Source: an optimization exercise on an open RTL-to-GDS flow (aim: small area). Production flows keep margins and buffers that such runs may drop. RTL that was checked went through simulation tests only; none was proved equivalent to the original. For run 1, only the layout was checked, not whether the RTL still works. Power and IR drop assume default switching activity.

==> flow/flow/run.sh <==
#!/bin/bash
# Standard ORFS layout with three changes that only affect cell sizing:
#  - synthesis maps logic with an area-oriented ABC script (the Yosys steps,
#    and so the registers, are those of the standard synthesis);
#  - port buffers use buf_1;
#  - CTS inserts no dummy loads.
set -euo pipefail
here=$(pwd)
rm -rf "$here/scripts_area"
cp -r "$FLOW_HOME/scripts" "$here/scripts_area"
cp "$here/flow/abc_area.script" "$here/scripts_area/abc_speed.script"
bash standard.sh SCRIPTS_DIR="$here/scripts_area" synth > "$here/flow_synth.log" 2>&1
bash standard.sh \
  BUFFER_PORTS_ARGS="-buffer_cell sky130_fd_sc_hd__buf_1" \
  CTS_ARGS="-sink_clustering_enable -repair_clock_nets -dont_use_dummy_load -sink_clustering_size 30 -sink_clustering_max_diameter 100 -buf_list sky130_fd_sc_hd__clkbuf_16" \
  finish > "$here/flow_finish.log" 2>&1
==> flow/flow/abc_area.script <==
strash
&get -n
&dch
&nf -R 1000
&put
topo
==> flow/standard.sh <==
#!/bin/bash
# synth_recipe.tcl (not shown) runs the flow's synth.tcl, then flattens the netlist and writes it again
# the make line also repeats each setting of config.mk as NAME=value (left out here)
make -C /OpenROAD-flow-scripts/flow DESIGN_CONFIG=/design/flow/config.mk WORK_HOME=/design/flow/orfs CLKGATE_MAP_FILE= SYNTH_SCRIPT=/design/flow/synth_recipe.tcl "${@:-finish}"
==> flow/config.mk <==
export PLATFORM = sky130hd
export DESIGN_NAME = jump_trajectory_profiler_top
export DESIGN_NICKNAME = jump_trajectory_profiler_top
export VERILOG_FILES = /design/flow/design.v
export SDC_FILE = /design/flow/constraint.sdc
export NUM_CORES = 4
export LEC_CHECK = 0
export CAP_MARGIN = 20
export CORE_MARGIN = 2
export CORE_UTILIZATION = 40
export SLEW_MARGIN = 20
==> flow/constraint.sdc <==
create_clock -name core_clock -period 10.0 [get_ports {i_clk}]
set_input_delay 2.0000 -clock core_clock [delete_from_list [all_inputs] [get_ports {i_clk}]]
set_output_delay 2.0000 -clock core_clock [all_outputs]
set_load 0.01 [all_outputs]
==> flow/design.v <==
package jtp_pkg;
    localparam int POS_BITS_DEF  = 18;
    localparam int FRAC_BITS_DEF = 16;
    localparam int TICK_W        = 16;
endpackage
module jump_trajectory_profiler_top #(
    parameter int POS_BITS  = 18,
    parameter int FRAC_BITS = 16,
    localparam int CFG_W    = (POS_BITS > 16) ? POS_BITS : 16
) (
    input  logic                       i_clk,
    input  logic                       i_rst_n,
    input  logic                       i_cfg_wr_en,
    input  logic [2:0]                 i_cfg_addr,
    input  logic [CFG_W-1:0]           i_cfg_wr_data,
    input  logic                       i_in_valid,
    output logic                       o_in_stall,
    input  logic                       i_command,
    input  logic signed [POS_BITS-1:0] i_start_height,
    output logic                       o_out_valid,
    input  logic                       i_out_stall,
    output logic signed [POS_BITS-1:0] o_target_x,
    output logic signed [POS_BITS-1:0] o_target_z,
    output logic [2:0]                 o_phase
);
    localparam logic [2:0] PH_CROUCH = 3'd0;
    localparam logic [2:0] PH_LIFT   = 3'd1;
    localparam logic [2:0] PH_HOLD   = 3'd2;
    localparam logic [2:0] PH_LAND   = 3'd3;
    localparam logic [2:0] PH_RISE   = 3'd4;
    localparam logic [2:0] PH_IDLE   = 3'd5;
    logic [15:0] r_c, r_l, r_d, r_f;
    logic [17:0] r_ch, r_fh, r_rh, r_bd;
    logic [17:0] r_tick, r_entry, r_hx, r_hz;
    logic [19:0] r_a;
    logic [7:0]  r_pc;
    logic [2:0]  r_ph;
    logic        r_ov;
    logic st_idle, st_sk0, st_sk1, st_sk3, st_chk, st_inc;
    logic st_c0, st_c1, st_c2, st_c3, st_c4, st_c5, st_c6, st_div;
    logic st_sq, st_cp, st_gq, st_mx, st_fx, st_mz, st_fz;
    assign st_idle = (r_pc == 8'd0);
    assign st_sk0  = (r_pc == 8'd3);
    assign st_sk1  = (r_pc == 8'd4) || (r_pc == 8'd5);
    assign st_sk3  = (r_pc == 8'd6);
    assign st_chk  = (r_pc == 8'd7);
    assign st_inc  = (r_pc == 8'd8);
    assign st_c0   = (r_pc == 8'd9);
    assign st_c1   = (r_pc == 8'd10);
    assign st_c2   = (r_pc == 8'd11);
    assign st_c3   = (r_pc == 8'd12);
    assign st_c4   = (r_pc == 8'd13);
    assign st_c5   = (r_pc == 8'd14);
    assign st_c6   = (r_pc == 8'd15);
    assign st_div  = (r_pc[7:4] == 4'h1) || (r_pc == 8'd32);
    assign st_sq   = (r_pc[7:4] == 4'h3);
    assign st_cp   = (r_pc == 8'd64) || (r_pc == 8'd96);
    assign st_gq   = (r_pc[7:4] == 4'h5);
    assign st_mx   = (r_pc[7:5] == 3'd4);
    assign st_fx   = (r_pc == 8'd160);
    assign st_mz   = (r_pc[7:5] == 3'd6);
    assign st_fz   = (r_pc == 8'd224);
    logic w_bit, w_odd, w_sat, w_mul, w_an;
    assign w_bit = r_hz[0];
    assign w_odd = r_pc[0];
    assign w_sat = r_hz[16];
    assign w_mul = w_bit && !w_sat;
    assign w_an  = r_a[19];
    logic ph_cr, ph_li, ph_ho, ph_la, ph_ri;
    assign ph_cr = (r_ph == PH_CROUCH);
    assign ph_li = (r_ph == PH_LIFT);
    assign ph_ho = (r_ph == PH_HOLD);
    assign ph_la = (r_ph == PH_LAND);
    assign ph_ri = !(ph_cr || ph_li || ph_ho || ph_la);
    logic use_bz, use_az, use_bx, use_ax;
    assign use_bz = (st_mz && !w_odd && w_mul) || (st_fz && w_sat);
    assign use_az = (st_mz && w_odd && w_mul) || (st_fz && !w_sat);
    assign use_bx = (st_mx && !w_odd && w_mul) || (st_fx && w_sat);
    assign use_ax = (st_mx && w_odd && w_mul) || (st_fx && !w_sat);
    logic s_c, s_l, s_d, s_f, s_tick, s_bd, s_en, s_ch, s_fh, s_rh, s_p, s_g, s_h;
    assign s_tick = st_sk0 || st_inc;
    assign s_c    = st_sk1 || st_c0 || (st_c1 && w_an) || (st_div && (ph_cr || ph_ri));
    assign s_l    = (st_c1 && !w_an) || st_c2 || (st_div && ph_li);
    assign s_d    = st_c3 || (st_c5 && !w_an) || (st_c6 && w_an) || (st_div && ph_la);
    assign s_f    = st_sk3 || st_c4 || (st_c5 && w_an);
    assign s_p    = st_sq && w_bit;
    assign s_g    = st_gq && w_bit;
    assign s_bd   = (use_bx && (ph_li || ph_ho)) || (use_ax && (ph_ho || ph_la));
    assign s_en   = use_az && ph_cr;
    assign s_ch   = (use_bz && (ph_cr || ph_la)) || (use_az && (ph_li || ph_ri));
    assign s_fh   = (use_bz && (ph_li || ph_ho)) || (use_az && (ph_ho || ph_la));
    assign s_rh   = use_bz && ph_ri;
    assign s_h    = s_bd || s_en || s_ch || s_fh || s_rh;
    logic w_inv, w_cin;
    assign w_inv = st_sk1 || st_sk3 || st_c0 || (st_c1 && !w_an) || st_c4 || (st_c5 && !w_an) ||
                   (st_div && !w_an) || ((st_mx || st_mz) && w_odd && w_mul);
    assign w_cin = w_inv || st_inc || s_g;
    logic [17:0] w_y18;
    logic [19:0] w_y;
    assign w_y18 = ({18{s_c}}    & {2'b0, r_c})
                 | ({18{s_l}}    & {2'b0, r_l})
                 | ({18{s_d}}    & {2'b0, r_d})
                 | ({18{s_f}}    & {2'b0, r_f})
                 | ({18{s_tick}} & r_tick)
                 | ({18{s_p}}    & {2'b0, r_hx[15:0]})
                 | ({18{s_g}}    & {~r_hx[15], r_hx[15], ~r_hx[14:0], 1'b1})
                 | ({18{s_bd}}   & r_bd)
                 | ({18{s_en}}   & r_entry)
                 | ({18{s_ch}}   & r_ch)
                 | ({18{s_fh}}   & r_fh)
                 | ({18{s_rh}}   & r_rh);
    assign w_y = {{2{w_y18[17] && s_h}}, w_y18};
    logic [19:0] w_yi, w_sum;
    logic [20:0] w_cy;
    assign w_yi  = w_y ^ {20{w_inv}};
    assign w_cy[0] = w_cin;
    genvar gi;
    generate
        for (gi = 0; gi < 20; gi++) begin : g_add
            assign w_sum[gi]  = r_a[gi] ^ w_yi[gi] ^ w_cy[gi];
            assign w_cy[gi+1] = (r_a[gi] & w_yi[gi]) | (r_a[gi] & w_cy[gi]) | (w_yi[gi] & w_cy[gi]);
        end
    endgenerate
    logic w_neg;
    assign w_neg = w_sum[19];
    logic w_start, w_go, w_skip, w_accept, w_jump0, w_jumpd;
    assign w_start  = st_idle && i_in_valid && !r_ov && !i_command;
    assign w_go     = st_idle && i_in_valid && !r_ov && i_command;
    assign w_skip   = st_chk && !w_an;
    assign w_accept = w_start || w_skip || st_fz;
    assign w_jump0  = (st_idle && !w_go) || w_skip || st_fz;
    assign w_jumpd  = (st_c1 || st_c2 || st_c5) && w_an;
    assign o_in_stall  = !w_accept;
    assign o_out_valid = r_ov;
    assign o_target_x  = r_hx;
    assign o_target_z  = r_hz;
    assign o_phase     = r_ph;
    always_ff @(posedge i_clk) begin
        if (!i_rst_n) begin
            r_pc <= 8'd0;
            r_ov <= 1'b0;
        end else begin
            r_pc <= w_jump0 ? 8'd0 : (w_jumpd ? 8'd16 : r_pc + 8'd1);
            r_ov <= w_accept || (r_ov && i_out_stall);
        end
    end
    logic a_sum, a_shl, a_shr;
    assign a_shl = st_div;
    assign a_shr = st_sq || st_gq || ((st_mx || st_mz) && w_odd);
    assign a_sum = st_sk0 || st_sk1 || st_sk3 || st_inc || st_c0 || st_c1 || st_c2 || st_c3 ||
                   st_c4 || st_c5 || st_c6 || st_cp || ((st_mx || st_mz) && !w_odd);
    always_ff @(posedge i_clk) begin
        r_a <= ({20{a_sum}} & w_sum)
             | ({20{a_shl}} & {w_sum[18:0], 1'b0})
             | ({20{a_shr}} & {w_sum[19], w_sum[19:1]});
        if (w_start || w_skip) begin
            r_ph <= PH_IDLE;
        end else if (st_c1 && w_an) begin
            r_ph <= PH_CROUCH;
        end else if (st_c2 && w_an) begin
            r_ph <= PH_LIFT;
        end else if (st_c5 && w_an) begin
            r_ph <= PH_HOLD;
        end else if (st_c6) begin
            r_ph <= w_an ? PH_LAND : PH_RISE;
        end
    end
    logic [17:0] w_wd0, w_wd1;
    assign w_wd0 = i_rst_n ? i_cfg_wr_data[17:0] : 18'd0;
    assign w_wd1 = i_rst_n ? i_cfg_wr_data[17:0] : 18'h3ffff;
    logic [7:0] w_we;
    always_comb begin
        for (int k = 0; k < 8; k++) begin
            w_we[k] = !i_rst_n || (i_cfg_wr_en && (i_cfg_addr == 3'(k)));
        end
    end
    localparam logic [15:0] RV_C  = 16'd300;
    localparam logic [15:0] RV_L  = 16'd100;
    localparam logic [15:0] RV_D  = 16'd100;
    localparam logic [15:0] RV_F  = 16'd300;
    localparam logic [17:0] RV_CH = 18'(-9830);
    localparam logic [17:0] RV_FH = 18'(-16384);
    localparam logic [17:0] RV_RH = 18'(-13107);
    localparam logic [17:0] RV_BD = 18'd3277;
    logic [17:0] w_nc, w_nl, w_nd, w_nf;
    assign w_nc = ({2'b0, RV_C} & w_wd1) | (~{2'b0, RV_C} & w_wd0);
    assign w_nl = ({2'b0, RV_L} & w_wd1) | (~{2'b0, RV_L} & w_wd0);
    assign w_nd = ({2'b0, RV_D} & w_wd1) | (~{2'b0, RV_D} & w_wd0);
    assign w_nf = ({2'b0, RV_F} & w_wd1) | (~{2'b0, RV_F} & w_wd0);
    always_ff @(posedge i_clk) begin
        if (w_we[0]) r_c  <= w_nc[15:0];
        if (w_we[1]) r_l  <= w_nl[15:0];
        if (w_we[2]) r_d  <= w_nd[15:0];
        if (w_we[3]) r_f  <= w_nf[15:0];
        if (w_we[4]) r_ch <= (RV_CH & w_wd1) | (~RV_CH & w_wd0);
        if (w_we[5]) r_fh <= (RV_FH & w_wd1) | (~RV_FH & w_wd0);
        if (w_we[6]) r_rh <= (RV_RH & w_wd1) | (~RV_RH & w_wd0);
        if (w_we[7]) r_bd <= (RV_BD & w_wd1) | (~RV_BD & w_wd0);
    end
    logic t_new, t_hold, e_new, e_hold;
    assign t_new  = i_rst_n && st_inc;
    assign t_hold = i_rst_n && !st_inc && !w_start;
    assign e_new  = i_rst_n && w_start;
    assign e_hold = i_rst_n && !w_start;
    logic x_shl, x_sum, x_hold;
    assign x_shl  = i_rst_n && st_div;
    assign x_sum  = i_rst_n && st_fx;
    assign x_hold = i_rst_n && !st_div && !st_fx;
    logic z_shl, z_rot, z_sum, z_sumh, z_hold, z_holdh;
    assign z_shl   = i_rst_n && st_div;
    assign z_rot   = i_rst_n && a_shr;
    assign z_sum   = i_rst_n && (st_cp || st_fz);
    assign z_sumh  = i_rst_n && st_fz;
    assign z_hold  = i_rst_n && !st_div && !a_shr && !st_cp && !st_fz;
    assign z_holdh = i_rst_n && !st_div && !st_fz;
    always_ff @(posedge i_clk) begin
        r_tick  <= ({18{t_new}} & w_sum[17:0]) | ({18{t_hold}} & r_tick);
        r_entry <= ({18{e_new}} & i_start_height) | ({18{e_hold}} & r_entry);
        r_hx    <= ({18{x_shl}} & {r_hx[16:0], !w_neg}) | ({18{x_sum}} & w_sum[17:0])
                 | ({18{x_hold}} & r_hx);
        r_hz[15:0]  <= ({16{z_shl}} & {r_hz[14:0], !w_neg}) | ({16{z_rot}} & {r_hz[0], r_hz[15:1]})
                     | ({16{z_sum}} & w_sum[15:0]) | ({16{z_hold}} & r_hz[15:0]);
        r_hz[17:16] <= ({2{z_shl}} & r_hz[16:15]) | ({2{z_sumh}} & w_sum[17:16])
                     | ({2{z_holdh}} & r_hz[17:16]);
    end
endmodule
==> results.sh, run 1 <==
export IMPL_whs_ps=447.9
export IMPL_core_sq_mm=0.02439
export IMPL_combPwrFrac_pct=4.8
export IMPL_fp_row_count=57
export IMPL_track_usage_pct=22.29
export IMPL_grt_pass1_vias=7388
export IMPL_rsz0062_at_grt="yes"
export IMPL_max_freq_mhz=98.58
export IMPL_drc=0
export IMPL_via_count=7692
export IMPL_seqPwrFrac_pct=64.5
export IMPL_hold_start="r_hz[12]"
export IMPL_tightest_slew_ps=1063
export IMPL_synth_xor_area_share_pct=2.194
export IMPL_criticalPathCategory="reg -> reg"
export IMPL_hold_class="reg -> reg"
export IMPL_cts_sinks=240
export IMPL_required_ps=10370
export IMPL_cap_violations=0
export IMPL_insertion_delay_ps=490
export IMPL_hold_violations=0
export IMPL_critPathLaunch="r_pc[0]"
export IMPL_ioPinCount=86
export IMPL_die_height_um=162.0
export IMPL_cp_arrival_ps=10510
export IMPL_p_leak_nw=4.172
export IMPL_finalCriticalPeriod_ps=10140
export IMPL_clkTransAtPathRegs_ps=110
export IMPL_intPower_w=0.001364
export IMPL_antenna_found_initial=0
export IMPL_r2r_cells=38
export IMPL_vdd_drop_max_uv=131.7
export IMPL_finClkSkew_ps=69.63
export IMPL_ant_nets=0
export IMPL_yosys_mux_area_fraction_pct=0
export IMPL_cts_made_buffers=13
export IMPL_ys_flop_type="edfxtp_1"
export IMPL_synth_top_cell_by_area="edfxtp_1"
export IMPL_htree_levels=1
export IMPL_p_sw_share_pct=21.61
export IMPL_power_density_mw_per_mm2=146.7
export IMPL_grt_overflow=0
export IMPL_synth_edf_count=136
export IMPL_synth_cell_types=38
export IMPL_synth_nets=863
export IMPL_min_period_over_period_pct=101.4
export IMPL_cts_root_buf="clkbuf_16"
export IMPL_area_growth_pct=18.81
export IMPL_synth_avg_cell_area_sq_um=12.55
export IMPL_critPathBufInv=2
export IMPL_critPathTopFamily="adder cells"
export IMPL_reg2reg_to="r_a[18]"
export IMPL_ff_latch_area_sq_mm=0.006171
export IMPL_synth_simple_area_share_pct=11.74
export IMPL_post_dp_hpwl_um=20450
export IMPL_status="failed layout checks"
export IMPL_critPathMaxStageDelay_ps=390
export IMPL_drt_first_pass_iters=9
export IMPL_drive_above_1_share_pct=15.14
export IMPL_r2r_slack_ps=-140
export IMPL_netlist_top_cells_count="edfxtp_1 (136), dfxtp_1 (104), nand2_1 (92), a222oi_1 (77), nor2_1 (44)"
export IMPL_io_buffers=85
export IMPL_via_per_inst=5.940
export IMPL_die_w_um=162.0
export IMPL_insertedDiodeCount=0
export IMPL_synth_compound_area_share_pct=18.20
export IMPL_cp_endpoint="r_a[18]"
export IMPL_start_util_pct=40.92
export IMPL_routabilityCongestion=0.9186
export IMPL_worstPathMaxFanout=4
export IMPL_fin_nets=1041
export IMPL_violations="negative setup slack"
export IMPL_crit_slowest_cell="dfxtp_4"
export IMPL_synthMostInstantiatedCell="edfxtp_1"
export IMPL_p_clk_share_pct=30.8
export IMPL_slew_violations=0
export IMPL_synth_fa_ha_area_share_pct=4.313
export IMPL_dieArea_sq_mm=0.02623
export IMPL_routed_wirelength_um=29490
export IMPL_ys_ff_latch=240
export IMPL_grt_pass1_wl_um=44840
export IMPL_fill_cells=2227
export IMPL_routedWlPerCell_um=22.77
export IMPL_clockBufferDepth=3
export IMPL_yosysTopAreaCellShare_pct=40.92
export IMPL_netlist_area_sq_mm=0.009980
export IMPL_path_common_cell="fa_2"
export IMPL_start_kind="flop"
export IMPL_pre_cts_slack_ps=-305.4
export IMPL_synth_top_family_by_area="compound AO/OA/AOI/OAI gates"
export IMPL_synthArstFlopShare_pct=0
export IMPL_switchingPower_w=0.0003760
export IMPL_yosysSeqAreaShare_pct=61.79
export IMPL_cp_end_kind="flop"
export IMPL_cts_tree="done"
export IMPL_drtIter0Drc=1061
export IMPL_syn_inst=795
export IMPL_setup_viol=4
export IMPL_multi_input_area_sq_mm=0.003856
export IMPL_timing_rr_start="r_pc[0]"
export IMPL_cp_num_cells=38
export IMPL_relSlewSlack_pct=29.12
export IMPL_grt_max_degree=38
export IMPL_ys_warn_count=1
export IMPL_fin_ws_ps=-144.0
export IMPL_synthTopCellsByArea="edfxtp_1 (41%), dfxtp_1 (21%), a222oi_1 (7.7%)"
-- worst min-delay path by stage --
stage	end	slack, ps	depth (start not counted)
4_1_cts	r_hz[11]	440	2
3_3_place_gp	r_pc[0]	450	1
6_report	r_hz[11]	450	2
2_1_floorplan	r_tick[1]	420	2
5_1_grt	r_hz[11]	450	2
3_5_place_dp	r_tick[1]	450	2
-- power groups by stage --
stage               clock network (W)  registers (W)  logic (W)
floorplan                           0        0.00114  0.0000378
global placement                    0        0.00114  0.0000783
detailed placement                  0        0.00114  0.0000808
CTS                          0.000545        0.00112  0.0000840
global route                 0.000578        0.00113  0.0000907
finish                       0.000535        0.00112  0.0000830
-- kinds of logic after synthesis --
| family | count (synthesis) |
|---|---|
| adders and majority gates | 23 |
| AOI/OAI and AO/OA | 217 |
| and+or+nand+nor | 245 |
| buffers and inverters | 45 |
| xor gates and xnor gates | 25 |
| DFF | 240 |
-- placed cells by master, fill, tap and decap left out, drive strengths merged, types with 23 or more instances in the layout --
cell	netlist	final
a222oi	77	77
o21ai	26	26
buf	2	164
edfxtp	136	136
dfxtp	104	104
a22oi	25	25
clkinv	43	43
and2	23	23
nor2	44	44
a22o	36	36
nand2	92	92
nand2b	26	26
-- layer usage --
| layer | track usage (%) | share of wire (%) | vias to the layer above |
|---|---|---|---|
| met5 | 0 | 0 | - |
| met4 | 5.672 | 2.7 | 0 |
| met3 | 3.575 | 7.7 | 36 |
| met2 | 34.18 | 44 | 327 |
| met1 | 33.09 | 46 | 3812 |
| li1 | - | - | 3517 |
-- area by class of cell --
cell class	count	area share, %
Sequential cell	240	52.05
Multi-Input combinational cell	510	32.52
Timing Repair Buffer	165	7.767
Tap cell	324	3.419
Clock buffer	13	2.744
Inverter	43	1.499
-- timing repair --
item	4_1_cts	5_1_grt
gates resized for setup	10	2
hold buffers	0	0
buffers inserted	2	2
pin swaps	8	1
endpoints found under the setup margin	5	7
-- metrics by stage --
step                      power (W)  TNS, ps  utilization (%)  cell area (sq um)  cells
after floorplan            0.001177   -591.2                -              10110    795
after global routing       0.001796    -2351            48.61              11860   1295
after detailed placement   0.001225    -1135            46.93              11450   1278
after CTS                  0.001751   -383.8            48.47              11820   1293
after global placement     0.001220   -459.6            46.93              11450   1278
final                      0.001740   -305.0            48.61              11860   1295
-- flip-flops by register name, indices dropped and copies added (netlist names), 18 cells and up --
name	cells
r_hz	18
r_rh	18
r_bd	18
r_fh	18
r_ch	18
r_entry	18
r_a	20
r_hx	18
r_tick	18
-- worst reg2reg max path, delay by kind of cell, from the launching register on --
family	cells	cell delay, ps
adders and majority gates	20	7000
AOI/OAI and AO/OA	8	1520
and+or+nand+nor	5	520
xor gates and xnor gates	3	520
DFF	1	390
buffers and inverters	2	120
==> run 2: changes to the inputs <==
--- a/flow/design.v
+++ b/flow/design.v
@@ -112,9 +112,14 @@
     assign w_y = {{2{w_y18[17] && s_h}}, w_y18};
+    localparam int CS = 13;
     logic [19:0] w_yi, w_sum;
-    logic [20:0] w_cy;
+    logic [CS:0] w_cy;
+    logic [20:CS] w_c0, w_c1;
+    logic [19:CS] w_s0, w_s1;
     assign w_yi  = w_y ^ {20{w_inv}};
     assign w_cy[0] = w_cin;
+    assign w_c0[CS] = 1'b0;
+    assign w_c1[CS] = 1'b1;
     genvar gi;
     generate
-        for (gi = 0; gi < 20; gi++) begin : g_add
+        for (gi = 0; gi < CS; gi++) begin : g_add
             assign w_sum[gi]  = r_a[gi] ^ w_yi[gi] ^ w_cy[gi];
@@ -122,3 +127,10 @@
         end
+        for (gi = CS; gi < 20; gi++) begin : g_sel
+            assign w_s0[gi]   = r_a[gi] ^ w_yi[gi] ^ w_c0[gi];
+            assign w_c0[gi+1] = (r_a[gi] & w_yi[gi]) | (r_a[gi] & w_c0[gi]) | (w_yi[gi] & w_c0[gi]);
+            assign w_s1[gi]   = r_a[gi] ^ w_yi[gi] ^ w_c1[gi];
+            assign w_c1[gi+1] = (r_a[gi] & w_yi[gi]) | (r_a[gi] & w_c1[gi]) | (w_yi[gi] & w_c1[gi]);
+        end
     endgenerate
+    assign w_sum[19:CS] = w_cy[CS] ? w_s1 : w_s0;
     logic w_neg;
==> results.sh, run 2 <==
export IMPL_largest_reg_flops=20
export IMPL_die_height_um=163.5
export IMPL_synth_cell_types=48
export IMPL_die_w_um=163.5
export IMPL_max_freq_mhz=105.4
export IMPL_ioPinCount=86
export IMPL_setup_viol=0
export IMPL_routedWlPerCell_um=21.63
export IMPL_crit_slowest_cell="fa_2"
export IMPL_seqPwrFrac_pct=65.7
export IMPL_required_ps=10320
export IMPL_synth_edf_count=136
export IMPL_via_per_inst=5.869
export IMPL_yosysTopAreaCellShare_pct=40.15
export IMPL_final_common_cell="nand2_1"
export IMPL_core_sq_mm=0.02511
export IMPL_relSlewSlack_pct=35.04
export IMPL_slew_violations=0
export IMPL_netlist_top_cells_count="nand2_1 (149), edfxtp_1 (136), dfxtp_1 (104), a222oi_1 (47)"
export IMPL_worstPathMaxFanout=9
export IMPL_combPwrFrac_pct=4.2
export IMPL_antenna_found_initial=0
export IMPL_synthArstFlopShare_pct=0
export IMPL_cts_made_buffers=12
export IMPL_p_leak_nw=4.089
export IMPL_ys_warn_count=1
export IMPL_track_usage_pct=21.27
export IMPL_drc=0
export IMPL_synthMostInstantiatedCell="nand2_1"
export IMPL_p_sw_share_pct=21.43
export IMPL_top_register="r_a"
export IMPL_routed_wirelength_um=28270
export IMPL_fp_row_count=58
export IMPL_netlist_area_sq_mm=0.01017
export IMPL_status="no timing/DRC/antenna violations"
export IMPL_drtIter0Drc=1117
export IMPL_cts_root_buf="clkbuf_16"
export IMPL_drive_above_1_share_pct=5.629
export IMPL_whs_ps=471.1
export IMPL_io_buffers=85
export IMPL_synth_top_cell_by_area="edfxtp_1"
export IMPL_cp_endpoint="r_hz[0]"
export IMPL_start_util_pct=40.51
export IMPL_insertedDiodeCount=0
export IMPL_clockBufferDepth=3
export IMPL_synth_fa_ha_area_share_pct=3.912
export IMPL_grt_max_degree=60
export IMPL_insertion_delay_ps=500
export IMPL_synth_simple_area_share_pct=13.61
export IMPL_fin_nets=1048
export IMPL_hold_class="reg -> reg"
export IMPL_timing_rr_start="r_pc[0]"
export IMPL_rsz0062_at_grt="no"
export IMPL_intPower_w=0.001341
export IMPL_syn_inst=850
export IMPL_cp_end_kind="flop"
export IMPL_criticalPathCategory="reg -> reg"
export IMPL_synth_top_family_by_area="compound AO/OA/AOI/OAI gates"
export IMPL_finClkSkew_ps=68.26
export IMPL_cts_setup_buffers=0
export IMPL_pre_cts_slack_ps=350.9
export IMPL_p_clk_share_pct=30.2
export IMPL_yosysSeqAreaShare_pct=60.62
export IMPL_ys_flop_type="edfxtp_1"
export IMPL_vdd_drop_max_uv=101.4
export IMPL_grt_pass1_vias=7407
export IMPL_finalCriticalPeriod_ps=9485
export IMPL_synth_compound_area_share_pct=17.92
export IMPL_grt_overflow=0
export IMPL_grt_pass1_wl_um=43860
export IMPL_cts_sinks=240
export IMPL_power_density_mw_per_mm2=148.7
export IMPL_fin_ws_ps=515.4
export IMPL_fin_setup_tns_ps=0
export IMPL_clkTransAtPathRegs_ps=110
export IMPL_post_dp_hpwl_um=18900
export IMPL_ys_ff_latch=240
export IMPL_ant_nets=0
export IMPL_area_growth_pct=12.86
export IMPL_min_period_over_period_pct=94.85
export IMPL_critPathBufInv=3
export IMPL_critPathMaxStageDelay_ps=480
export IMPL_synth_nets=919
export IMPL_via_count=7671
export IMPL_hold_violations=0
export IMPL_routabilityCongestion=0.9295
export IMPL_critPathLaunch="r_pc[0]"
export IMPL_cp_num_cells=34
export IMPL_critPathTopFamily="adder cells"
export IMPL_synthTopCellsByArea="edfxtp_1 (40%), dfxtp_1 (20%), nand2_1 (5.5%)"
export IMPL_drt_first_pass_iters=7
export IMPL_htree_levels=1
export IMPL_r2r_cells=34
export IMPL_dieArea_sq_mm=0.02672
export IMPL_synth_avg_cell_area_sq_um=11.97
export IMPL_postCtsHoldBufs=0
export IMPL_reg2reg_to="r_hz[0]"
export IMPL_cts_tree="done"
export IMPL_switchingPower_w=0.0003658
export IMPL_post_cts_resize_count=0
export IMPL_start_kind="flop"
export IMPL_tightest_slew_ps=973.9
export IMPL_mostFrequentLayoutCells="nand2_1 (149), edfxtp_1 (136), dfxtp_1 (103)"
export IMPL_r2r_slack_ps=520
export IMPL_cp_arrival_ps=9810
export IMPL_synth_xor_area_share_pct=2.669
export IMPL_path_common_cell="fa_1"
export IMPL_yosys_mux_area_fraction_pct=0.1968
export IMPL_cap_violations=0
==> run 2: cell types whose count changed in the layout (fill, tap and decap cells not counted), moves of 14 or more <==
| cell | delta |
|---|---|
| buf_4 | -48 |
| fa_2 | -18 |
| a222oi_1 | -30 |
| a221oi_1 | +15 |
| nand2_1 | +59 |
| clkinv_1 | -14 |
==> run 2: kinds of logic (layout without fill, tap and decap cells) <==
kind of cell	after synthesis	count (layout)
and+or+nand+nor	297	297
DFF	240	240
AOI/OAI and AO/OA	229	229
xor gates and xnor gates	31	31
buffers and inverters	27	154
adders and majority gates	24	24
muxes	2	2
==> run 2: worst min-delay path by stage <==
stage | startpoint | end | slack (ps) | cells past startpoint
floorplan | r_tick[0] | r_tick[0] | 430 | 2
global route | r_hz[6] | r_hz[5] | 500 | 2
CTS | r_hz[9] | r_hz[8] | 470 | 2
detailed placement | r_tick[15] | r_tick[15] | 450 | 2
global placement | r_tick[15] | r_tick[15] | 440 | 2
finish | r_tick[15] | r_tick[15] | 470 | 2
==> run 2: power groups by stage <==
stage / clock network (W) / logic, W / registers [W]
4_1_cts: 0.000528 / 0.0000718 / 0.00112
3_5_place_dp: 0 / 0.0000716 / 0.00114
2_1_floorplan: 0 / 0.0000346 / 0.00114
5_1_grt: 0.000561 / 0.0000783 / 0.00113
6_report: 0.000515 / 0.0000709 / 0.00112
3_3_place_gp: 0 / 0.0000707 / 0.00114
==> run 2: cell type report <==
cell class / instances / area (sq um)
clock buffer: 12 / 300.3
sequential: 240 / 6167
multi-input combinational: 583 / 3944
timing repair buffer: 117 / 560.5
inverter: 25 / 93.84
tap: 330 / 412.9
fill: 2356 / 13630
==> run 2: metal layers <==
metal  up-vias  routed length [um]  GRT usage, %
met5         -                   0             0
met3        30                1917         3.200
li1       3574                   -             -
met4         0                 449         4.585
met1      3773               13440         31.75
met2       294               12460         32.85
==> run 2: stage by stage <==
stage	std cells	total power, W	util (%)	area [sq um]
after global routing	1307	0.001765	45.71	11480
after detailed placement	1295	0.001215	44.48	11170
after floorplan	850	0.001173	-	10170
after global placement	1295	0.001213	44.48	11170
final	1307	0.001707	45.71	11480
after CTS	1307	0.001721	45.68	11470
==> run 2: tightest hold or removal path: stages, from the launching register on <==
cell     delay (ps)
dfxtp_1         350
nand2_1          40
o21ai_0          50
==> run 3: changes to the inputs <==
--- a/flow/flow/run.sh
+++ b/flow/flow/run.sh
@@ -14,3 +14,4 @@
   BUFFER_PORTS_ARGS="-buffer_cell sky130_fd_sc_hd__buf_1" \
-  CTS_ARGS="-sink_clustering_enable -repair_clock_nets -dont_use_dummy_load -sink_clustering_size 30 -sink_clustering_max_diameter 100 -buf_list sky130_fd_sc_hd__clkbuf_16" \
+  CTS_ARGS="-sink_clustering_enable -repair_clock_nets -dont_use_dummy_load -sink_clustering_size 14 -sink_clustering_max_diameter 60 -buf_list sky130_fd_sc_hd__clkbuf_8" \
+  RECOVER_POWER=100 \
   finish > "$here/flow_finish.log" 2>&1
==> results.sh, run 3 <==
export IMPL_drc=0
export IMPL_start_kind="flop"
export IMPL_ant_nets=0
export IMPL_grt_overflow=0
export IMPL_fin_setup_tns_ps=0
export IMPL_finalCriticalPeriod_ps=9492
export IMPL_final_common_cell="nand2_1"
export IMPL_mostFrequentLayoutCells="nand2_1 (149), edfxtp_1 (136), dfxtp_1 (103)"
export IMPL_ys_warn_count=1
export IMPL_routedWlPerCell_um=21.56
export IMPL_power_density_mw_per_mm2=148.2
export IMPL_cts_root_buf="clkbuf_8"
export IMPL_insertedDiodeCount=0
export IMPL_grt_max_degree=60
export IMPL_synth_cell_types=48
export IMPL_area_growth_pct=12.36
export IMPL_finClkSkew_ps=54.82
export IMPL_clkTransAtPathRegs_ps=90
export IMPL_fp_row_count=58
export IMPL_insertion_delay_ps=550
export IMPL_fin_area_sq_mm=0.01143
export IMPL_p_leak_nw=4.055
export IMPL_synth_top_cell_by_area="edfxtp_1"
export IMPL_status="failed layout checks"
export IMPL_hold_violations=0
export IMPL_start_util_pct=40.51
export IMPL_slew_violations=60
export IMPL_finalPower_w=0.001694
export IMPL_synth_edf_count=136
export IMPL_max_freq_mhz=105.4
export IMPL_whs_ps=464.0
export IMPL_netlist_top_cells_count="nand2_1 (149), edfxtp_1 (136), dfxtp_1 (104), a222oi_1 (47)"
export IMPL_cts_sinks=240
export IMPL_synth_avg_cell_area_sq_um=11.97
export IMPL_crit_slowest_cell="xor2_1"
export IMPL_synthMostInstantiatedCell="nand2_1"
export IMPL_violations="max-capacitance violations, max-slew violations"
export IMPL_criticalPathCategory="reg -> reg"
export IMPL_io_buffers=85
export IMPL_rsz0062_at_grt="no"
export IMPL_largest_reg_flops=20
export IMPL_required_ps=10470
export IMPL_grt_pass1_vias=7482
export IMPL_ys_ff_latch=240
export IMPL_min_period_over_period_pct=94.92
export IMPL_vdd_drop_max_uv=132.4
export IMPL_grt_pass1_wl_um=44150
export IMPL_routabilityCongestion=0.9295
export IMPL_routed_wirelength_um=28400
export IMPL_cts_setup_buffers=0
export IMPL_path_common_cell="fa_1"
export IMPL_relSlewSlack_pct=-79.19
export IMPL_track_usage_pct=21.35
export IMPL_synthArstFlopShare_pct=0
export IMPL_synth_nets=919
export IMPL_die_height_um=163.5
export IMPL_worstPathMaxFanout=9
export IMPL_critPathTopFamily="adder cells"
export IMPL_placed_area_sq_mm=0.01117
export IMPL_via_count=7761
export IMPL_hold_class="reg -> reg"
export IMPL_core_sq_mm=0.02511
export IMPL_yosysTopAreaCellShare_pct=40.15
export IMPL_ys_flop_type="edfxtp_1"
export IMPL_yosysSeqAreaShare_pct=60.62
export IMPL_cp_arrival_ps=9960
export IMPL_fin_nets=1058
export IMPL_syn_inst=850
export IMPL_setup_viol=0
export IMPL_ioPinCount=86
export IMPL_htree_levels=1
export IMPL_final_core_util_pct=45.52
export IMPL_via_per_inst=5.893
export IMPL_drtIter0Drc=1074
export IMPL_drive_above_1_share_pct=5.167
export IMPL_post_dp_hpwl_um=18900
export IMPL_clockBufferDepth=3
export IMPL_critPathMaxStageDelay_ps=500
export IMPL_netlist_area_sq_mm=0.01017
export IMPL_cts_made_buffers=22
export IMPL_critPathBufInv=2
export IMPL_synthTopCellsByArea="edfxtp_1 (40%), dfxtp_1 (20%), nand2_1 (5.5%)"
export IMPL_top_register="r_a"
export IMPL_cts_tree="done"
export IMPL_dieArea_sq_mm=0.02672
export IMPL_tightest_slew_ps=2688
export IMPL_cp_end_kind="flop"
export IMPL_cap_violations=1
export IMPL_drt_first_pass_iters=8
export IMPL_die_w_um=163.5
export IMPL_antenna_found_initial=0
## run 3: cell counts after synthesis
Identical to the previous run, type by type.
## run 3: final cells by class
type / instances / area (sq um)
inverters: 25 / 93.84
well taps: 330 / 412.9
repair buffers: 117 / 519.2
multi-input cells: 583 / 3933
clock buffers: 22 / 302.8
fillers: 2368 / 13680
flip-flops and latches: 240 / 6167
## run 3: routing by layer
layer	routed length [um]	vias to the layer above	GRT usage (%)	share of wire, %
li1	-	3597	-	-
met1	13340	3818	31.92	47
met2	12540	310	32.93	44
met3	2123	36	3.479	7.5
met4	393	0	4.107	1.4
met5	0	-	0	0
## run 3: worst register-to-register path, delay by kind of cell (launching register included)
family	cells	cell delay, ps
adders and majority gates	14	5560
AOI/OAI and AO/OA	8	1950
xor gates and xnor gates	2	690
and+or+nand+nor	5	610
DFF	1	400
buffers and inverters	2	260
## run 3: kinds of logic after synthesis
group,share of synthesized area [%]
AOI/OAI and AO/OA,17.92
xor gates and xnor gates,2.669
adders and majority gates,3.912
buffers and inverters,1.070
DFF,60.62
muxes,0.1968
and+or+nand+nor,13.61
## run 3: power breakdown
group	internal [W]	switching [W]	leakage [nW]
sequential	0.00110	0.0000181	2.17
clock	0.000197	0.000306	0.158
combinational	0.0000182	0.0000501	1.72
## run 3: path summary, 6_finish.rpt
kind | start | endpoint | slack [ps] | cells past startpoint
worst max-delay path | r_pc[0] | r_hz[17] | 510 | 31
worst min-delay path | r_tick[15] | r_tick[15] | 460 | 2
worst max register to register | r_pc[0] | r_hz[17] | 510 | 31
worst min register to register | r_tick[15] | r_tick[15] | 460 | 2
## run 3: repair_timing
action,in CTS,in global routing
hold buffers,0,0
endpoints found under the setup margin,0,12
gates resized for setup,0,3
## run 3: metrics by stage
stage                     setup WS (ps)  cells
after floorplan                   274.7    850
after global placement            511.3   1295
after detailed placement          350.9   1295
after CTS                         304.9   1317
after global routing              40.53   1317
final                             508.3   1317
==> run 4: changes to the inputs <==
--- a/flow/design.v
+++ b/flow/design.v
@@ -62,3 +62,3 @@
     assign st_fz   = (r_pc == 8'd224);
-    logic w_bit, w_odd, w_sat, w_mul, w_an;
+    logic w_bit, w_odd, w_sat, w_an;
     assign w_bit = r_hz[0];
@@ -66,3 +66,2 @@
     assign w_sat = r_hz[16];
-    assign w_mul = w_bit && !w_sat;
     assign w_an  = r_a[19];
@@ -75,6 +74,6 @@
     logic use_bz, use_az, use_bx, use_ax;
-    assign use_bz = (st_mz && !w_odd && w_mul) || (st_fz && w_sat);
-    assign use_az = (st_mz && w_odd && w_mul) || (st_fz && !w_sat);
-    assign use_bx = (st_mx && !w_odd && w_mul) || (st_fx && w_sat);
-    assign use_ax = (st_mx && w_odd && w_mul) || (st_fx && !w_sat);
+    assign use_bz = (st_mz && !w_odd && w_bit) || (st_fz && w_sat);
+    assign use_az = (st_mz && w_odd && w_bit) || (st_fz && !w_sat);
+    assign use_bx = (st_mx && !w_odd && w_bit) || (st_fx && w_sat);
+    assign use_ax = (st_mx && w_odd && w_bit) || (st_fx && !w_sat);
     logic s_c, s_l, s_d, s_f, s_tick, s_bd, s_en, s_ch, s_fh, s_rh, s_p, s_g, s_h;
@@ -85,3 +84,3 @@
     assign s_f    = st_sk3 || st_c4 || (st_c5 && w_an);
-    assign s_p    = st_sq && w_bit;
+    assign s_p    = st_sq && w_bit && !w_sat;    
     assign s_g    = st_gq && w_bit;
@@ -95,3 +94,3 @@
     assign w_inv = st_sk1 || st_sk3 || st_c0 || (st_c1 && !w_an) || st_c4 || (st_c5 && !w_an) ||
-                   (st_div && !w_an) || ((st_mx || st_mz) && w_odd && w_mul);
+                   (st_div && !w_an) || ((st_mx || st_mz) && w_odd && w_bit);
     assign w_cin = w_inv || st_inc || s_g;
--- a/flow/flow/run.sh
+++ b/flow/flow/run.sh
@@ -14,4 +14,3 @@
   BUFFER_PORTS_ARGS="-buffer_cell sky130_fd_sc_hd__buf_1" \
-  CTS_ARGS="-sink_clustering_enable -repair_clock_nets -dont_use_dummy_load -sink_clustering_size 14 -sink_clustering_max_diameter 60 -buf_list sky130_fd_sc_hd__clkbuf_8" \
-  RECOVER_POWER=100 \
+  CTS_ARGS="-sink_clustering_enable -repair_clock_nets -dont_use_dummy_load -sink_clustering_size 30 -sink_clustering_max_diameter 100 -buf_list sky130_fd_sc_hd__clkbuf_16" \
   finish > "$here/flow_finish.log" 2>&1
--- a/flow/config.mk
+++ b/flow/config.mk
@@ -7,5 +7,5 @@
 export LEC_CHECK = 0
-export CAP_MARGIN = 20
+export CAP_MARGIN = 0
 export CORE_MARGIN = 2
 export CORE_UTILIZATION = 40
-export SLEW_MARGIN = 20
+export SLEW_MARGIN = 0
==> results.sh, run 4 <==
export IMPL_final_common_cell="nand2_1"
export IMPL_clkTransAtPathRegs_ps=120
export IMPL_grt_pass1_wl_um=44680
export IMPL_die_height_um=163.4
export IMPL_tightest_slew_ps=1142
export IMPL_htree_levels=1
export IMPL_synthArstFlopShare_pct=0
export IMPL_area_growth_pct=12.99
export IMPL_cts_made_buffers=13
export IMPL_via_per_inst=5.849
export IMPL_setup_viol=0
export IMPL_max_freq_mhz=106.9
export IMPL_clockBufferDepth=3
export IMPL_cp_end_kind="flop"
export IMPL_relSlewSlack_pct=23.84
export IMPL_dieArea_sq_mm=0.02671
export IMPL_postCtsHoldBufs=0
export IMPL_worstPathMaxFanout=18
export IMPL_via_count=7644
export IMPL_die_w_um=163.4
export IMPL_synthMostInstantiatedCell="nand2_1"
export IMPL_ys_warn_count=1
export IMPL_mostFrequentLayoutCells="nand2_1 (137), edfxtp_1 (136), dfxtp_1 (104)"
export IMPL_critPathMaxStageDelay_ps=590
export IMPL_ioPinCount=86
export IMPL_power_density_mw_per_mm2=150.5
export IMPL_final_core_util_pct=45.89
export IMPL_synth_cell_types=48
export IMPL_drc=0
export IMPL_netlist_area_sq_mm=0.01017
export IMPL_grt_max_degree=33
export IMPL_core_sq_mm=0.02504
export IMPL_dp_cells=1293
export IMPL_fill_cells=2326
export IMPL_synth_top_cell_by_area="edfxtp_1"
export IMPL_pre_cts_slack_ps=718.6
export IMPL_grt_overflow=0
export IMPL_syn_inst=848
export IMPL_crit_slowest_cell="fa_1"
export IMPL_post_cts_resize_count=0
export IMPL_finClkSkew_ps=68.71
export IMPL_cts_setup_buffers=0
export IMPL_antenna_found_initial=1
export IMPL_synth_avg_cell_area_sq_um=11.99
export IMPL_criticalPathCategory="reg -> reg"
export IMPL_routabilityCongestion=0.8399
export IMPL_cts_root_buf="clkbuf_16"
export IMPL_p_leak_nw=4.146
export IMPL_top_register="r_a"
export IMPL_track_usage_pct=21.82
export IMPL_io_buffers=85
export IMPL_start_kind="flop"
export IMPL_yosysSeqAreaShare_pct=60.64
export IMPL_fin_nets=1047
export IMPL_drt_first_pass_iters=6
export IMPL_min_period_over_period_pct=93.50
export IMPL_finalPower_w=0.001729
export IMPL_status="no timing/DRC/antenna violations"
export IMPL_cp_arrival_ps=9700
export IMPL_start_util_pct=40.61
export IMPL_required_ps=10350
export IMPL_cts_sinks=240
export IMPL_vdd_drop_max_uv=116.7
export IMPL_grt_pass1_vias=7383
export IMPL_routedWlPerCell_um=21.92
export IMPL_fin_ws_ps=649.6
export IMPL_ys_ff_latch=240
export IMPL_hold_violations=0
export IMPL_netlist_top_cells_count="nand2_1 (137), edfxtp_1 (136), dfxtp_1 (104), a222oi_1 (48)"
export IMPL_synthTopCellsByArea="edfxtp_1 (40%), dfxtp_1 (20%), nand2_1 (5.1%)"
export IMPL_fp_row_count=58
export IMPL_post_dp_hpwl_um=19600
export IMPL_fin_setup_tns_ps=0
export IMPL_ant_nets=0
export IMPL_yosysTopAreaCellShare_pct=40.16
export IMPL_routed_wirelength_um=28650
export IMPL_largest_reg_flops=20
export IMPL_drive_above_1_share_pct=5.328
export IMPL_rsz0062_at_grt="no"
export IMPL_drtIter0Drc=947
export IMPL_ys_flop_type="edfxtp_1"
export IMPL_final_cells=1307
export IMPL_synth_edf_count=136
export IMPL_insertion_delay_ps=510
export IMPL_hold_class="reg -> reg"
export IMPL_synth_nets=917
export IMPL_path_common_cell="fa_1"
export IMPL_finalCriticalPeriod_ps=9350
export IMPL_slew_violations=0
export IMPL_cap_violations=0
export IMPL_cts_tree="done"
[run 4: cell families after synthesis]
kind of cell | share of synthesized area (%)
buf+inv | 0.9597
compound gates | 18.09
xor+xnor | 2.756
flops | 60.64
simple gates | 13.45
fa+ha+maj | 3.913
mux | 0.1969
[run 4: power breakdown]
group           total, W  internal (W)  switching (W)
combinational  0.0000711     0.0000203      0.0000508
clock           0.000535      0.000234       0.000301
sequential       0.00112       0.00110      0.0000191
total            0.00173       0.00136       0.000371
[run 4: cell type report]
cell class                      instances  area [sq um]  area share [%]
Antenna cell                            1         2.502         0.02178
Clock buffer                           13         325.3           2.831
Inverter                               22         82.58          0.7187
Multi-Input combinational cell        584          3940           34.29
Sequential cell                       240          6166           53.66
Tap cell                              330         412.9           3.594
Timing Repair Buffer                  117         560.5           4.879
[run 4: layer usage]
metal	part of all wire, %	vias to the layer above	wire length, um	GRT usage, %
met2	45	294	12900	33.41
met1	46	3741	13170	32.92
met5	0	-	0	0
li1	-	3577	-	-
met3	7.4	32	2113	3.073
met4	1.6	0	471	4.626
[run 4: worst max-delay path: cells and delay by family, from the launching register on]
family,cells,cell delay (ps)
AND/OR/NAND/NOR,5,1090
flip-flops,1,500
adder cells (fa/ha/maj),14,5600
AO/OA/AOI/OAI,4,1000
buffers and inverters,4,610
XOR/XNOR,2,400
[run 4: stage by stage]
| step | hold WS (ps) | area, sq um |
|---|---|---|
| finish | 408.5 | 11490 |
| global route | 449.4 | 11490 |
| CTS | 412.7 | 11490 |
| detailed placement | 462.5 | 11160 |
| global placement | 451.2 | 11160 |
| floorplan | 425.5 | 10170 |
[run 4: path summary, 6_finish.rpt]
check        startpoint  endpoint  slack [ps]  cells after the start
max reg2reg     r_pc[0]   r_hz[0]         650                     29
min reg2reg    r_hz[10]   r_hz[9]         410                      2
max             r_pc[0]   r_hz[0]         650                     29
min            r_hz[10]   r_hz[9]         410                      2
==> run 5: changes to the inputs <==
--- a/flow/config.mk
+++ b/flow/config.mk
@@ -7,5 +7,5 @@
 export LEC_CHECK = 0
-export CAP_MARGIN = 0
+export CAP_MARGIN = 20
 export CORE_MARGIN = 2
-export CORE_UTILIZATION = 40
-export SLEW_MARGIN = 0
+export CORE_UTILIZATION = 60
+export SLEW_MARGIN = 20
==> results.sh, run 5 <==
export IMPL_status="no timing/DRC/antenna violations"
export IMPL_cts_made_buffers=12
export IMPL_cts_sinks=240
export IMPL_drive_above_1_share_pct=4.733
export IMPL_synth_top_cell_by_area="edfxtp_1"
export IMPL_drc=0
export IMPL_hold_violations=0
export IMPL_synth_avg_cell_area_sq_um=11.99
export IMPL_cts_root_buf="clkbuf_16"
export IMPL_track_usage_pct=30.21
export IMPL_setup_viol=0
export IMPL_routed_wirelength_um=27480
export IMPL_crit_slowest_cell="fa_1"
export IMPL_post_dp_hpwl_um=18480
export IMPL_critPathMaxStageDelay_ps=560
export IMPL_yosysTopAreaCellShare_pct=40.16
export IMPL_ys_flop_type="edfxtp_1"
export IMPL_min_period_over_period_pct=93.86
export IMPL_critPathBufInv=3
export IMPL_max_freq_mhz=106.5
export IMPL_post_cts_resize_count=0
export IMPL_htree_levels=1
export IMPL_ys_warn_count=1
export IMPL_p_leak_nw=4.115
export IMPL_ys_ff_latch=240
export IMPL_antenna_found_initial=0
export IMPL_io_buffers=85
export IMPL_drt_first_pass_iters=10
export IMPL_synthArstFlopShare_pct=0
export IMPL_worstPathMaxFanout=9
export IMPL_netlist_area_sq_mm=0.01017
export IMPL_synth_cell_types=48
export IMPL_tightest_slew_ps=868.6
export IMPL_relSlewSlack_pct=42.09
export IMPL_finalCriticalPeriod_ps=9386
export IMPL_ant_nets=0
export IMPL_die_w_um=134.2
export IMPL_postCtsHoldBufs=0
export IMPL_largest_reg_flops=20
export IMPL_clkTransAtPathRegs_ps=110
export IMPL_required_ps=10370
export IMPL_hold_start="r_hz[3]"
export IMPL_hold_class="reg -> reg"
export IMPL_synth_nets=917
export IMPL_cp_arrival_ps=9750
export IMPL_slew_violations=0
export IMPL_start_util_pct=61.32
export IMPL_core_sq_mm=0.01658
export IMPL_vdd_drop_max_uv=130.1
export IMPL_power_density_mw_per_mm2=150.6
export IMPL_ioPinCount=86
export IMPL_routedWlPerCell_um=23.05
export IMPL_critPathTopFamily="adder cells"
export IMPL_reg2reg_to="r_hz[0]"
export IMPL_mostFrequentLayoutCells="nand2_1 (137), edfxtp_1 (136), dfxtp_1 (104)"
export IMPL_insertion_delay_ps=480
export IMPL_via_count=8033
export IMPL_r2r_slack_ps=610
export IMPL_cp_endpoint="r_hz[0]"
export IMPL_final_common_cell="nand2_1"
export IMPL_netlist_top_cells_count="nand2_1 (137), edfxtp_1 (136), dfxtp_1 (104), a222oi_1 (48)"
export IMPL_drtIter0Drc=1081
export IMPL_grt_pass1_vias=7365
export IMPL_criticalPathCategory="reg -> reg"
export IMPL_via_per_inst=6.739
export IMPL_placed_area_sq_mm=0.01098
export IMPL_cts_setup_buffers=0
export IMPL_cap_violations=0
export IMPL_clockBufferDepth=3
export IMPL_die_height_um=134.2
export IMPL_critPathLaunch="r_pc[0]"
export IMPL_timing_rr_start="r_pc[0]"
export IMPL_path_common_cell="fa_1"
export IMPL_cts_tree="done"
export IMPL_fin_setup_tns_ps=0
export IMPL_grt_overflow=0
export IMPL_rsz0062_at_grt="no"
export IMPL_fin_area_sq_mm=0.01128
export IMPL_start_kind="flop"
export IMPL_fp_row_count=47
export IMPL_insertedDiodeCount=0
export IMPL_r2r_cells=33
export IMPL_synth_edf_count=136
export IMPL_cp_num_cells=33
export IMPL_routabilityCongestion=0.9201
export IMPL_top_register="r_a"
export IMPL_fin_nets=1043
export IMPL_dieArea_sq_mm=0.01800
export IMPL_yosysSeqAreaShare_pct=60.64
export IMPL_finClkSkew_ps=58.82
export IMPL_area_growth_pct=10.98
export IMPL_syn_inst=848
export IMPL_grt_max_degree=39
export IMPL_synthTopCellsByArea="edfxtp_1 (40%), dfxtp_1 (20%), nand2_1 (5.1%)"
export IMPL_synthMostInstantiatedCell="nand2_1"
export IMPL_cp_end_kind="flop"
export IMPL_grt_pass1_wl_um=42190
[run 5: cell counts after synthesis]
No cell type changed its count.
[run 5: layout make-up]
cell class	count	area, sq um
inverter	22	82.58
fill	1296	5299
multi-input combinational	584	3923
tap	220	275.3
sequential	240	6166
clock buffer	12	300.3
timing repair buffer	114	538.0
[run 5: tightest hold or removal path, stage by stage, from the launching register on]
cell and delay, ps:
dfxtp_1 350, nand2_1 60, nand2_1 40
[run 5: how the worst min path moves through the flow]
| stage | end | slack, ps | depth (start not counted) |
|---|---|---|---|
| after floorplan | r_tick[0] | 430 | 2 |
| after global routing | r_hz[2] | 500 | 2 |
| after global placement | r_hx[17] | 450 | 2 |
| after CTS | r_hz[2] | 480 | 2 |
| final | r_hz[2] | 480 | 2 |
| after detailed placement | r_tick[1] | 460 | 2 |
[run 5: cells by family (layout without fill, tap and decap cells)]
| group | after synthesis | count (layout) | synth area share, % |
|---|---|---|---|
| AOI/OAI and AO/OA | 233 | 233 | 18.09 |
| xor gates and xnor gates | 32 | 32 | 2.756 |
| DFF | 240 | 240 | 60.64 |
| adders and majority gates | 24 | 24 | 3.913 |
| buffers and inverters | 24 | 148 | 0.9597 |
| muxes | 2 | 2 | 0.1969 |
| and+or+nand+nor | 293 | 293 | 13.45 |
[run 5: where the power goes]
part / total [W] / switching [W] / leakage (nW) / internal (W)
clock network: 0.000506 / 0.000289 / 0.148 / 0.000217
logic: 0.0000701 / 0.0000504 / 1.79 / 0.0000197
registers: 0.00112 / 0.0000200 / 2.17 / 0.00110
total: 0.00170 / 0.000359 / 4.11 / 0.00134
[run 5: per-stage QoR]
stage	hold slack, ps	std cells	utilization (%)	total power (W)	setup WS, ps
finish	480.7	1192	68.05	0.001699	613.5
global route	501.1	1192	68.05	0.001745	12.12
CTS	478.6	1192	68.03	0.001701	585.0
detailed placement	456.3	1180	66.22	0.001215	601.3
global placement	449.1	1180	66.22	0.001210	722.1
floorplan	425.5	848	-	0.001173	831.9
[run 5: layer usage]
layer	up-vias	global-route usage [%]	share of wire, %
li1	3559	-	-
met3	37	4.233	10
met5	-	0	0
met1	3934	45.21	42
met2	503	47.90	46
met4	0	6.023	1.5
==> run 6: changes to the inputs <==
--- a/flow/config.mk
+++ b/flow/config.mk
@@ -10,2 +10,3 @@
 export CORE_UTILIZATION = 60
+export GPL_TIMING_DRIVEN = 0
 export SLEW_MARGIN = 20
==> results.sh, run 6 <==
export IMPL_mostFrequentLayoutCells="nand2_1 (136), edfxtp_1 (136), dfxtp_1 (103)"
export IMPL_synthArstFlopShare_pct=0
export IMPL_pre_cts_slack_ps=-225.1
export IMPL_htree_levels=1
export IMPL_top_register="r_a"
export IMPL_cp_arrival_ps=9840
export IMPL_fin_ws_ps=484.5
export IMPL_relSlewSlack_pct=39.74
export IMPL_synthMostInstantiatedCell="nand2_1"
export IMPL_dp_cells=1169
export IMPL_cp_end_kind="flop"
export IMPL_power_density_mw_per_mm2=148.2
export IMPL_max_freq_mhz=105.1
export IMPL_grt_max_degree=36
export IMPL_min_period_over_period_pct=95.16
export IMPL_ys_flop_type="edfxtp_1"
export IMPL_slew_violations=0
export IMPL_drt_first_pass_iters=8
export IMPL_worstPathMaxFanout=10
export IMPL_clkTransAtPathRegs_ps=100
export IMPL_grt_overflow=0
export IMPL_synth_edf_count=136
export IMPL_ff_latch_area_sq_mm=0.006167
export IMPL_criticalPathCategory="reg -> reg"
export IMPL_track_usage_pct=30.09
export IMPL_ys_ff_latch=240
export IMPL_required_ps=10320
export IMPL_die_w_um=134.2
export IMPL_hold_class="reg -> reg"
export IMPL_fill_cells=1242
export IMPL_fp_row_count=47
export IMPL_synth_cell_types=48
export IMPL_clockBufferDepth=3
export IMPL_post_dp_hpwl_um=18920
export IMPL_die_height_um=134.2
export IMPL_antenna_found_initial=0
export IMPL_setup_viol=0
export IMPL_postCtsHoldBufs=0
export IMPL_netlist_area_sq_mm=0.01017
export IMPL_synth_top_cell_by_area="edfxtp_1"
export IMPL_met3RoutedLength_um=2567
export IMPL_routedWlPerCell_um=23.00
export IMPL_cap_violations=0
export IMPL_start_kind="flop"
export IMPL_path_common_cell="fa_1"
export IMPL_drive_above_1_share_pct=6.957
export IMPL_area_growth_pct=13.09
export IMPL_ioPinCount=86
export IMPL_syn_inst=848
export IMPL_fin_nets=1034
export IMPL_largest_reg_flops=20
export IMPL_start_util_pct=61.32
export IMPL_final_core_util_pct=69.35
export IMPL_routed_wirelength_um=27210
export IMPL_critPathMaxStageDelay_ps=540
export IMPL_synthTopCellsByArea="edfxtp_1 (40%), dfxtp_1 (20%), nand2_1 (5.1%)"
export IMPL_io_buffers=85
export IMPL_yosysSeqAreaShare_pct=60.64
export IMPL_insertedDiodeCount=0
export IMPL_p_leak_nw=4.148
export IMPL_yosysTopAreaCellShare_pct=40.16
export IMPL_dr_wl_met2_um=12550
export IMPL_multi_input_area_sq_mm=0.004104
export IMPL_highest_layer="met4"
export IMPL_synth_nets=917
export IMPL_cts_made_buffers=12
export IMPL_hold_violations=0
export IMPL_finClkSkew_ps=46.02
export IMPL_netlist_top_cells_count="nand2_1 (137), edfxtp_1 (136), dfxtp_1 (104), a222oi_1 (48)"
export IMPL_synth_avg_cell_area_sq_um=11.99
export IMPL_grt_pass1_wl_um=41860
export IMPL_cts_sinks=240
export IMPL_ant_nets=0
export IMPL_vdd_drop_max_uv=137.9
export IMPL_finalPower_w=0.001704
export IMPL_dieArea_sq_mm=0.01800
export IMPL_cts_root_buf="clkbuf_16"
export IMPL_routabilityCongestion=0.8718
export IMPL_drtIter0Drc=961
export IMPL_drc=0
export IMPL_cts_tree="done"
export IMPL_final_cells=1183
export IMPL_crit_slowest_cell="xnor2_1"
export IMPL_ys_warn_count=1
export IMPL_status="no timing/DRC/antenna violations"
export IMPL_finalCriticalPeriod_ps=9516
export IMPL_insertion_delay_ps=480
export IMPL_via_count=7919
export IMPL_rsz0062_at_grt="no"
export IMPL_via_per_inst=6.694
export IMPL_core_sq_mm=0.01658
export IMPL_grt_pass1_vias=7507
export IMPL_whs_ps=466.7
export IMPL_tightest_slew_ps=899.9
export IMPL_met1_length_um=11480
run 6: cell counts after synthesis:
No cell type changed its count.
run 6: logic make-up after synthesis:
group           share of synthesized area [%]
fa+ha+maj                               3.913
simple gates                            13.45
xor+xnor                                2.756
compound gates                          18.09
buf+inv                                0.9597
flops                                   60.64
mux                                    0.1969
run 6: repair_timing:
action,4_1_cts,5_1_grt
gates resized for setup,10,7
pin swaps,0,0
setup buffers,0,2
endpoints found under the setup margin,17,25
run 6: final cells by class:
cell class | count | area share, %
Sequential cell | 240 | 53.63
Inverter | 22 | 0.7181
Buffer | 2 | 0.1306
Tap cell | 220 | 2.394
Timing Repair Buffer | 103 | 4.831
Clock buffer | 12 | 2.611
Multi-Input combinational cell | 584 | 35.69
run 6: layer usage:
layer / vias to the layer above / global-route usage, %
met2: 431 / 47.59
li1: 3552 / -
met5: - / 0
met4: 0 / 7.193
met1: 3891 / 43.83
met3: 45 / 5.367
run 6: path summary, 6_finish.rpt:
kind / from / end / slack, ps / cells past startpoint
setup / recovery: r_pc[0] / r_a[15] / 480 / 29
hold / removal: r_tick[15] / r_tick[15] / 470 / 2
setup reg to reg: r_pc[0] / r_a[15] / 480 / 29
hold reg to reg: r_tick[15] / r_tick[15] / 470 / 2
run 6: critical path: cells and delay by family, from the launching register on:
kind	cells	cell delay, ps
muxes	1	170
AOI/OAI and AO/OA	6	1560
and+or+nand+nor	3	450
xor gates and xnor gates	2	790
adders and majority gates	14	5570
DFF	1	450
buffers and inverters	3	400
run 6: power breakdown:
part	internal, W	switching, W
Clock	0.000217	0.000289
Sequential	0.00110	0.0000194
Combinational	0.0000226	0.0000524
run 6: per-stage QoR:
step                      instance area (sq um)  TNS (ps)
after floorplan                           10170         0
after global placement                    10760    -26710
after detailed placement                  11110     -1138
after CTS                                 11450         0
after global routing                      11500         0
final                                     11500         0
==> run 7: changes to the inputs <==
--- a/flow/flow/run.sh
+++ b/flow/flow/run.sh
@@ -14,3 +14,3 @@
   BUFFER_PORTS_ARGS="-buffer_cell sky130_fd_sc_hd__buf_1" \
-  CTS_ARGS="-sink_clustering_enable -repair_clock_nets -dont_use_dummy_load -sink_clustering_size 30 -sink_clustering_max_diameter 100 -buf_list sky130_fd_sc_hd__clkbuf_16" \
+  CTS_ARGS="-sink_clustering_enable -repair_clock_nets -dont_use_dummy_load -sink_clustering_size 30 -sink_clustering_max_diameter 100 -sink_clustering_buffer sky130_fd_sc_hd__clkbuf_16 -buf_list sky130_fd_sc_hd__clkbuf_4 -root_buf sky130_fd_sc_hd__clkbuf_4" \
   finish > "$here/flow_finish.log" 2>&1
--- a/flow/config.mk
+++ b/flow/config.mk
@@ -10,3 +10,3 @@
 export CORE_UTILIZATION = 60
-export GPL_TIMING_DRIVEN = 0
+export PLACE_DENSITY = 0.8
 export SLEW_MARGIN = 20
==> results.sh, run 7 <==
export IMPL_finalCriticalPeriod_ps=9321
export IMPL_insertion_delay_ps=590
export IMPL_die_w_um=134.2
export IMPL_grt_pass1_vias=7408
export IMPL_hold_class="reg -> reg"
export IMPL_hold_start="r_tick[0]"
export IMPL_synth_simple_area_share_pct=13.45
export IMPL_ys_ff_latch=240
export IMPL_reg2reg_to="r_hx[0]"
export IMPL_ff_latch_area_sq_mm=0.006167
export IMPL_use_met2_pct=45.95
export IMPL_slew_violations=0
export IMPL_fin_nets=1044
export IMPL_routed_wirelength_um=26530
export IMPL_cp_arrival_ps=9800
export IMPL_cp_num_cells=33
export IMPL_postCtsHoldBufs=0
export IMPL_mostFrequentLayoutCells="nand2_1 (137), edfxtp_1 (136), dfxtp_1 (103)"
export IMPL_path_common_cell="fa_1"
export IMPL_clockBufferDepth=3
export IMPL_critPathTopFamily="adder cells"
export IMPL_drc=0
export IMPL_cts_root_buf="clkbuf_4"
export IMPL_synth_top_cell_by_area="edfxtp_1"
export IMPL_required_ps=10480
export IMPL_fp_row_count=47
export IMPL_synthTopCellsByArea="edfxtp_1 (40%), dfxtp_1 (20%), nand2_1 (5.1%)"
export IMPL_core_sq_mm=0.01658
export IMPL_p_leak_nw=4.093
export IMPL_cap_violations=0
export IMPL_top_usage_layer="met2"
export IMPL_start_util_pct=61.32
export IMPL_top_register="r_a"
export IMPL_yosysSeqAreaShare_pct=60.64
export IMPL_ys_warn_count=1
export IMPL_htree_levels=1
export IMPL_start_kind="flop"
export IMPL_setup_viol=0
export IMPL_ant_nets=0
export IMPL_yosysTopAreaCellShare_pct=40.16
export IMPL_critPathMaxStageDelay_ps=580
export IMPL_drtIter0Drc=1480
export IMPL_syn_inst=848
export IMPL_tightest_slew_ps=826.5
export IMPL_post_dp_hpwl_um=17840
export IMPL_grt_max_degree=60
export IMPL_dp_cells=1182
export IMPL_ioPinCount=86
export IMPL_synth_fa_ha_area_share_pct=3.913
export IMPL_synth_compound_area_share_pct=18.09
export IMPL_max_freq_mhz=107.3
export IMPL_synth_avg_cell_area_sq_um=11.99
export IMPL_rsz0062_at_grt="no"
export IMPL_ys_flop_type="edfxtp_1"
export IMPL_yosys_mux_area_fraction_pct=0.1969
export IMPL_hold_violations=0
export IMPL_via_count=7964
export IMPL_cts_setup_buffers=0
export IMPL_critPathBufInv=3
export IMPL_critPathLaunch="r_pc[0]"
export IMPL_synth_top_family_by_area="compound AO/OA/AOI/OAI gates"
export IMPL_grtUsageMet1_pct=44.81
export IMPL_cp_end_kind="flop"
export IMPL_fill_cells=1258
export IMPL_synthMostInstantiatedCell="nand2_1"
export IMPL_antenna_found_initial=1
export IMPL_routabilityCongestion=0.8944
export IMPL_dieArea_sq_mm=0.01800
export IMPL_synth_cell_types=48
export IMPL_final_common_cell="nand2_1"
export IMPL_netlist_area_sq_mm=0.01017
export IMPL_vdd_drop_max_uv=153.4
export IMPL_synth_xor_area_share_pct=2.756
export IMPL_r2r_cells=33
export IMPL_fin_setup_tns_ps=0
export IMPL_via_per_inst=6.670
export IMPL_routedWlPerCell_um=22.22
export IMPL_cts_tree="done"
export IMPL_die_height_um=134.2
export IMPL_status="no timing/DRC/antenna violations"
export IMPL_grt_overflow=0
export IMPL_criticalPathCategory="reg -> reg"
export IMPL_largest_reg_flops=20
export IMPL_fin_ws_ps=679.3
export IMPL_clkTransAtPathRegs_ps=120
export IMPL_r2r_slack_ps=680
export IMPL_finalPower_w=0.001638
export IMPL_worstPathMaxFanout=9
export IMPL_met3_usage_pct=4.308
export IMPL_track_usage_pct=29.72
export IMPL_cp_endpoint="r_hx[0]"
export IMPL_synth_edf_count=136
export IMPL_grt_pass1_wl_um=41680
export IMPL_area_growth_pct=10.53
export IMPL_cts_made_buffers=11
export IMPL_synth_nets=917
export IMPL_netlist_top_cells_count="nand2_1 (137), edfxtp_1 (136), dfxtp_1 (104), a222oi_1 (48)"
export IMPL_crit_slowest_cell="fa_1"
export IMPL_final_cells=1194
export IMPL_power_density_mw_per_mm2=145.7
export IMPL_drt_first_pass_iters=8
export IMPL_multi_input_area_sq_mm=0.003929
export IMPL_drive_above_1_share_pct=5.036
export IMPL_finClkSkew_ps=15.38
export IMPL_pre_cts_slack_ps=527.3
export IMPL_post_cts_resize_count=0
export IMPL_relSlewSlack_pct=44.87
export IMPL_cts_sinks=240
export IMPL_timing_rr_start="r_pc[0]"
export IMPL_min_period_over_period_pct=93.21
export IMPL_synthArstFlopShare_pct=0
export IMPL_io_buffers=85
[run 7: kinds of logic (layout without fill, tap and decap cells)]
kind of cell	count (synthesis)	after routing
buf+inv	24	149
compound gates	233	233
xor+xnor	32	32
fa+ha+maj	24	24
mux	2	2
simple gates	293	293
other cells	0	1
flops	240	240
[run 7: worst register-to-register path: cells and delay by family, from the launching register on]
kind                       cells  cell delay [ps]
buffers and inverters          3              320
and+or+nand+nor                9             1150
AOI/OAI and AO/OA              5             1300
DFF                            1              440
xor gates and xnor gates       2              370
adders and majority gates     14             5620
[run 7: per-stage QoR]
stage                     utilization (%)  hold slack [ps]  instance area (sq um)
after floorplan                         -            425.5                  10170
after global placement              66.29            446.8                  10990
after detailed placement            66.38            455.7                  11010
after CTS                           67.72            481.2                  11230
after global routing                67.78            495.6                  11240
final                               67.78            480.8                  11240
[run 7: area by class of cell]
type                            count  area share (%)
Antenna cell                        1         0.02226
Clock buffer                       11           1.982
Multi-Input combinational cell    584           34.96
Tap cell                          220           2.449
Timing Repair Buffer              116           4.987
Inverter                           22          0.7347
Sequential cell                   240           54.87
[run 7: how the worst min path moves through the flow]
stage | endpoint | slack [ps] | cells after the start
2_1_floorplan | r_tick[0] | 430 | 2
3_3_place_gp | r_tick[0] | 450 | 2
3_5_place_dp | r_tick[0] | 460 | 2
4_1_cts | r_tick[0] | 480 | 2
5_1_grt | r_tick[0] | 500 | 2
6_report | r_tick[0] | 480 | 2
[run 7: routing by layer]
layer / wire [um] / vias up / share of wire (%)
met5: 0 / - / 0
met4: 512 / 0 / 1.9
met3: 2892 / 45 / 11
met2: 12220 / 505 / 46
met1: 10910 / 3845 / 41
li1: - / 3569 / -
[run 7: power by group]
group | internal [W] | switching, W | total, W | leakage [nW]
logic | 0.0000205 | 0.0000495 | 0.0000700 | 1.81
clock network | 0.000159 | 0.000285 | 0.000444 | 0.112
registers | 0.00110 | 0.0000202 | 0.00112 | 2.17

[afterwards: timing with drivers on the ports]
No port has a modelled driver above. Below, the same layouts with a new extraction and two added sets of constraints. Step 1, drivers: a clkbuf_16 drives i_clk and a buf_2 each remaining input, both assumed. Step 2 times the ports against the registers' clock, not the clock port: input delays grow and output delays shrink by t, the midpoint of the rising clock arrivals with the driver on. Slacks: no drivers / after step 1 / after step 2; pairs: no drivers / after step 1.
run | t, ns | setup WS [ns]
run 1 | 0.500 | -0.144 / -0.144 / -0.144
run 2 | 0.513 | 0.515 / 0.515 / 0.515
run 3 | 0.561 | 0.508 / 0.508 / 0.508
run 4 | 0.528 | 0.650 / 0.650 / 0.650
run 5 | 0.495 | 0.614 / 0.614 / 0.614
run 6 | 0.504 | 0.484 / 0.484 / 0.484
run 7 | 0.625 | 0.679 / 0.679 / 0.679
